Background: an optimization exercise with open tools, aiming at small area and a short achievable clock period. Do not read the settings as production practice. In this exercise RTL edits were held to simulation tests only and were not proved equivalent to the original. No activity file was given, so power comes from the tool's default toggle rates.

--- design/flow/design.v ---
module core_read_master #(
    parameter logic [63:0] INITIAL_ADDR = 64'h0,
    parameter int          FIFO_DEPTH   = 8
) (
    input  logic         clk,
    input  logic         rst,
    input  logic         Start_i,
    input  logic [8:0]   LineCount_i,
    input  logic         AccuEn_i,
    output logic         Busy_o,
    output logic         Done_o,
    output logic [63:0]  AvalonAddr_o,
    output logic         AvalonRead_o,
    input  logic [511:0] AvalonReadData_i,
    input  logic         AvalonReadDataValid_i,
    output logic         AvalonLock_o,
    input  logic         AvalonWaitReq_i,
    output logic [511:0] ReadData_o,
    output logic         ReadValid_o,
    input  logic         ReadAck_i,
    output logic         First_o,
    output logic         Last_o
);
    localparam int RING = FIFO_DEPTH - 1;    
    localparam logic [62:0] BASE = INITIAL_ADDR[62:0];
    logic        busy;         
    logic        issuing;      
    logic        draining;     
    logic        done;         
    logic        accu;
    logic [8:0]  issued;       
    logic        all_issued;   
    logic [8:0]  undeliv;      
    logic [3:0]  credit;       
    logic [3:0]  outst;        
    logic        rd_req;       
    logic        take_ok;      
    logic        first;        
    logic        last;         
    logic            hv;             
    logic [2:0]      s_cnt;          
    logic [RING-1:0] wr_oh;          
    logic [RING-1:0] rd_oh;          
    logic [511:0]    head;
    logic [511:0]    ring [RING];
    logic issue_fire, push, pop, start;
    logic s_nz, bypass, store, head_ld;
    assign start      = !busy && Start_i;
    assign issue_fire = rd_req && !AvalonWaitReq_i;
    assign push       = AvalonReadDataValid_i && take_ok;
    assign pop        = hv && ReadAck_i;
    assign s_nz    = (s_cnt != 3'd0);
    assign bypass  = push && !s_nz && (!hv || pop);
    assign store   = push && !bypass;
    assign head_ld = s_nz ? pop : bypass;
    logic        busy_n, issuing_n, draining_n, done_n;
    logic        all_issued_n;
    logic [8:0]  issued_n, undeliv_n;
    logic [3:0]  credit_n, outst_n;
    logic        job_active_n;
    always_comb begin
        busy_n     = busy;
        issuing_n  = issuing;
        draining_n = draining;
        done_n     = 1'b0;
        issued_n   = issued;
        all_issued_n = all_issued;
        undeliv_n  = undeliv;
        credit_n   = credit;
        outst_n    = outst;
        if (start) begin
            busy_n       = 1'b1;
            issuing_n    = (LineCount_i != 9'd0);
            draining_n   = (LineCount_i == 9'd0);
            issued_n     = 9'd0;
            all_issued_n = (LineCount_i == 9'd0);
            undeliv_n    = LineCount_i;
            credit_n     = 4'd0;
            outst_n      = 4'd0;
        end else begin
            if (issue_fire) begin
                issued_n     = issued + 9'd1;
                all_issued_n = (undeliv - credit == 9'd1) ;
            end
            if (pop) begin
                undeliv_n = undeliv - 9'd1;
            end
            case ({issue_fire, pop})
                2'b10:   credit_n = credit + 4'd1;
                2'b01:   credit_n = credit - 4'd1;
                default: credit_n = credit;
            endcase
            case ({issue_fire, push})
                2'b10:   outst_n = outst + 4'd1;
                2'b01:   outst_n = outst - 4'd1;
                default: outst_n = outst;
            endcase
            if (issuing && all_issued) begin
                issuing_n  = 1'b0;
                draining_n = 1'b1;
            end
            if (draining && ((undeliv == 9'd0) || (pop && undeliv == 9'd1))) begin
                draining_n = 1'b0;
                done_n     = 1'b1;
            end
            if (done) begin
                busy_n = 1'b0;
            end
        end
    end
    assign job_active_n = issuing_n || draining_n;
    always_ff @(posedge clk) begin
        if (rst) begin
            busy       <= 1'b0;
            issuing    <= 1'b0;
            draining   <= 1'b0;
            done       <= 1'b0;
            accu       <= 1'b0;
            issued     <= '0;
            all_issued <= 1'b1;
            undeliv    <= '0;
            credit     <= '0;
            outst      <= '0;
            rd_req     <= 1'b0;
            take_ok    <= 1'b0;
            first      <= 1'b1;
            last       <= 1'b0;
        end else begin
            busy       <= busy_n;
            issuing    <= issuing_n;
            draining   <= draining_n;
            done       <= done_n;
            issued     <= issued_n;
            all_issued <= all_issued_n;
            undeliv    <= undeliv_n;
            credit     <= credit_n;
            outst      <= outst_n;
            rd_req     <= issuing_n && !all_issued_n && (credit_n != 4'd8);
            take_ok    <= job_active_n && (outst_n != 4'd0);
            if (start) begin
                accu  <= AccuEn_i;
                first <= 1'b1;
                last  <= (LineCount_i == 9'd1);
            end else if (pop) begin
                first <= 1'b0;
                last  <= (undeliv == 9'd2);
            end
        end
    end
    always_ff @(posedge clk) begin
        if (rst) begin
            hv    <= 1'b0;
            s_cnt <= 3'd0;
            wr_oh <= RING'(1);
            rd_oh <= RING'(1);
        end else begin
            hv <= (hv && !pop) || push || s_nz;
            case ({store, pop && s_nz})
                2'b10:   s_cnt <= s_cnt + 3'd1;
                2'b01:   s_cnt <= s_cnt - 3'd1;
                default: s_cnt <= s_cnt;
            endcase
            if (store) begin
                wr_oh <= {wr_oh[RING-2:0], wr_oh[RING-1]};
            end
            if (pop && s_nz) begin
                rd_oh <= {rd_oh[RING-2:0], rd_oh[RING-1]};
            end
        end
    end
    for (genvar k = 0; k < RING; k++) begin : g_ring
        always_ff @(posedge clk) begin
            if (store && wr_oh[k]) begin
                ring[k] <= AvalonReadData_i;
            end
        end
    end
    logic [511:0] head_src;
    always_comb begin
        head_src = s_nz ? 512'd0 : AvalonReadData_i;
        for (int k = 0; k < RING; k++) begin
            head_src = head_src | ({512{s_nz && rd_oh[k]}} & ring[k]);
        end
    end
    always_ff @(posedge clk) begin
        if (head_ld) begin
            head <= head_src;
        end
    end
    assign Busy_o       = busy;
    assign Done_o       = done;
    assign AvalonRead_o = rd_req;
    assign AvalonLock_o = rd_req;
    assign AvalonAddr_o = {accu, BASE + 63'(issued)};
    assign ReadValid_o  = hv;
    assign ReadData_o   = head;
    assign First_o      = first;
    assign Last_o       = last;
endmodule
--- design/flow/run.sh ---
#!/bin/bash
# synth_recipe.tcl (not shown) runs the flow's synth.tcl, then flattens the netlist and writes it again
# the make line also repeats each setting of config.mk as NAME=value (left out here)
make -C /OpenROAD-flow-scripts/flow DESIGN_CONFIG=/design/flow/config.mk WORK_HOME=/design/flow/orfs CLKGATE_MAP_FILE= SYNTH_SCRIPT=/design/flow/synth_recipe.tcl finish
--- design/flow/config.mk ---
export PLATFORM = sky130hd
export DESIGN_NAME = core_read_master
export DESIGN_NICKNAME = core_read_master
export VERILOG_FILES = /design/flow/design.v
export SDC_FILE = /design/flow/constraint.sdc
export NUM_CORES = 4
export LEC_CHECK = 0
export CAP_MARGIN = 20
export CORE_MARGIN = 2
export CORE_UTILIZATION = 45
export SLEW_MARGIN = 20
--- design/flow/constraint.sdc ---
create_clock -name core_clock -period 4.5 [get_ports {clk}]
set_input_delay 0.9000 -clock core_clock [delete_from_list [all_inputs] [get_ports {clk}]]
set_output_delay 0.9000 -clock core_clock [all_outputs]
set_load 0.01 [all_outputs]
==> run notes <==
## cell type report
cell class	count	area, um^2
Timing Repair Buffer	1284	13930
Tap cell	4346	5438
Sequential cell	4150	124100
Clock buffer	513	10900
Inverter	14	52.55
Clock inverter	255	2696
Multi-Input combinational cell	3062	21860
Fill cell	25150	148300
Antenna cell	50	125.1
## kinds of logic (layout without fill, tap and decap cells)
kind of cell / count (synthesis) / in the layout / synth area share
flops: 4150 / 4150 / 0.8372
other cells: 1 / 104 / 0.00002530
mux: 3 / 3 / 0.0002026
fa+ha+maj: 19 / 19 / 0.001807
buf+inv: 555 / 2066 / 0.01718
simple gates: 856 / 856 / 0.02701
xor+xnor: 24 / 24 / 0.001418
compound gates: 2106 / 2106 / 0.1152
## per-layer routing
metal	GRT usage	vias to the layer above	wire length (um)
li1	-	34870	-
met1	0.3313	42170	166500
met2	0.3724	3727	195400
met3	0.05118	586	34630
met4	0.07230	84	10360
met5	0	-	494
## worst max-delay path by stage
stage / end / slack (ps) / cells past startpoint / from
final: head[29] / 1250 / 5 / s_cnt[2]
after global routing: head[29] / 1060 / 5 / s_cnt[2]
after CTS: head[29] / 1160 / 5 / s_cnt[2]
after detailed placement: rd_req / 830 / 10 / ReadAck_i
after global placement: s_cnt[2] / 770 / 11 / ReadAck_i
after floorplan: head[0] / -4580 / 6 / s_cnt[1]
## cells in the final DEF (no fill, tap or decap), types with 5 or more instances in the layout
cell type,Yosys,final
inv_6,0,5
edfxtp_1,4096,4096
xor2_1,12,12
nor3_1,9,8
buf_12,0,132
nand2_1,80,80
or3_1,6,6
a21oi_1,110,110
ha_1,15,15
a21o_1,5,5
clkinv_1,3,107
inv_16,0,5
clkbuf_1,311,90
conb_1,1,54
a22o_1,384,384
clkdlybuf4s50_1,0,1056
a221oi_2,77,77
inv_1,11,11
and2_4,0,15
buf_4,58,96
a211oi_1,8,8
o21ai_0,54,53
nor2_1,204,202
bufinv_16,0,40
clkinvlp_4,0,13
nand3_1,517,517
diode_2,0,50
clkbuf_16,0,421
clkinv_2,0,64
nand2b_1,6,5
a222oi_1,48,48
dfxtp_1,54,49
clkinv_16,0,14
a221oi_1,388,388
xnor2_1,12,12
a22oi_1,1025,1025
## stage by stage
step             util  hold slack [ps]  std cells
3_3_place_gp   0.5051            442.5      12860
5_1_grt        0.5469            489.6      13660
6_report       0.5470            462.2      13670
3_5_place_dp   0.5051            449.9      12860
2_1_floorplan       -            427.4       7767
4_1_cts        0.5467            457.0      13620
## sequential cells by signal, indices dropped and copies added (netlist names), 4 cells and up
name / flops
rd_oh: 7
head: 512
issued: 9
ring: 3584
credit: 4
undeliv: 9
outst: 4
wr_oh: 7
## critical path: stages, from the launching register on
cell     delay, ps
dfxtp_1        410
or3_4          550
buf_4          540
nor2_2         120
nor2_4         470
buf_4          680
## power groups by stage
stage | Combinational (mW) | Clock [mW] | Sequential, mW
global placement | 1.61 | 0 | 43.4
floorplan | 0.460 | 0 | 43.4
finish | 1.69 | 34.4 | 42.6
detailed placement | 1.67 | 0 | 43.4
CTS | 1.68 | 35.0 | 42.6
global route | 1.82 | 36.4 | 42.5
==> results.yml <==
layout:
  syn_to_final_growth_pct: 20.84
  nNetsFinal: 9479
  layout-drive-gt1-share: 0.09754
  design_area_um2: 179100
placement:
  dp_hpwl_um: 231900
  dpl-instance-area_um2: 165400
  port_buffers: 1056
  dp_slack_ps: 831.2
  routabilityCongestion: 0.8161
hold_path:
  whs_endpoint: "accu"
  hp-start: "accu"
  min_path_cells: 2
  hold_class: "flip-flop to flip-flop"
logic_synthesis:
  async_flop_share: 0
  ys_types: 47
  yosysSeqAreaShare: 0.8372
  synth_top_area_share: 0.8299
  synth_most_common_cell: "edfxtp_1"
  synth_edf_count: 4096
  ys.flop_type: "edfxtp_1"
  yosys.area.top_type: "edfxtp_1"
  synthTopCellsByCount: "edfxtp_1 (4096), a22oi_1 (1025), nand3_1 (517)"
  synth_area_um2: 148200
  ys_warn_count: 2
  syn_inst: 7714
  synth_top_cells_by_area: "edfxtp_1 (83%), a22oi_1 (5.2%), a221oi_1 (2.3%), a22o_1 (2.3%), nand3_1 (1.7%)"
  ys_ff_latch: 4150
  syn_area_per_cell_um2: 19.21
die:
  core_area_um2: 327400
  ios: 1111
  start_util: 0.4527
  rows: 210
  die_y_um: 577.9
  die_area_um2: 334000
  die_x_um: 577.9
cts:
  cts_tree: "done"
  cts_setup_buffers: 0
  postCtsHoldBufs: 0
  cts_resized: 0
  clock_latency_ps: 980
  ctsHtreeMaxLevel: 5
  clockBufferDepth: 4
  clk_pin_slew_ps: 60
  cts.sinks: 4150
  cts_root_buffer: "clkbuf_16"
  numCtsBuffers: 420
worst_setup_path:
  r2r_slack_ps: 1250
  crit_fanout: 52
  required_ps: 5040
  critPathArrivalTime_ps: 3790
  crit_path_end_kind: "flip-flop"
  critPathLaunchType: "flip-flop"
  reg2reg_from: "s_cnt[2]"
  reg2reg_depth: 5
  rr_endpoint: "head[29]"
  path_class: "flip-flop to flip-flop"
timing:
  report.final.setup_viol: 0
  hold_violations: 0
  rsz0062_at_grt: "no"
  min_period_ps: 3247
  post-route-period-util: 0.7215
  fmax_mhz: 308.0
  tns_ps: 0
  worst_slack_ps: 1253
  timing.final.max_slew_violations: 0
  worst_pin_slew_ps: 1083
  max_slew_margin: 0.2780
  clock_skew_ps: 75.83
routing:
  dr.first_iter.drc_count: 9510
  drt_pass1_iterations: 8
  remaining_drc_errors: 0
  via_count: 81440
  wire_per_inst_um: 29.80
  ant_nets: 0
  vias_per_cell: 5.956
  wl_um: 407400
flow_run:
  maxCapViolCount: 0
global_route:
  grt_pass1_vias: 79090
  antenna_found_initial: 115
  gr-usage-all-layers: 0.2365
  grt_pass1_wl_um: 578500
  grt_max_degree: 128
  gr-total-overflow: 0
outcome:
  status: "complete, no violations"
power_and_ir_drop:
  p_sw_mw: 15.80
  power_density_nw_per_um2: 439.1
  p_total_mw: 78.64
  intPower_mw: 62.84
  leakage_nw: 55.58
  power_frac_seq: 0.541
  combPwrFrac: 0.021
  swShare: 0.2009
  p_clk_frac: 0.437
  peakVddDrop_uv: 344.6

re-timing with driven ports:
The flow's constraints put no driver on any port. The routed layout listed below was extracted and timed again, unchanged, in two steps. Step 1 sets driving cells, clkbuf_16 on the clock port and buf_2 on the other inputs (assumed; they add their load-dependent delay and slew). Step 2 times the ports against the registers' clock, not the clock port: input delays grow and output delays shrink by t, the midpoint of the rising clock arrivals with the driver on. Three values: ideal, step 1, step 2; two values: the first two.
t (ns): 1.044
slack for setup (ns): 1.253 / 1.253 / 0.721
clock arrival spread, ns: 0.084 / 0.084
worst register clock-pin slew, ns: 0.07 / 0.07
After both steps setup and hold are still met in this run. For this run, drivers alone change the setup slack by 0.000 ns; drivers and shift together by -0.532 ns.
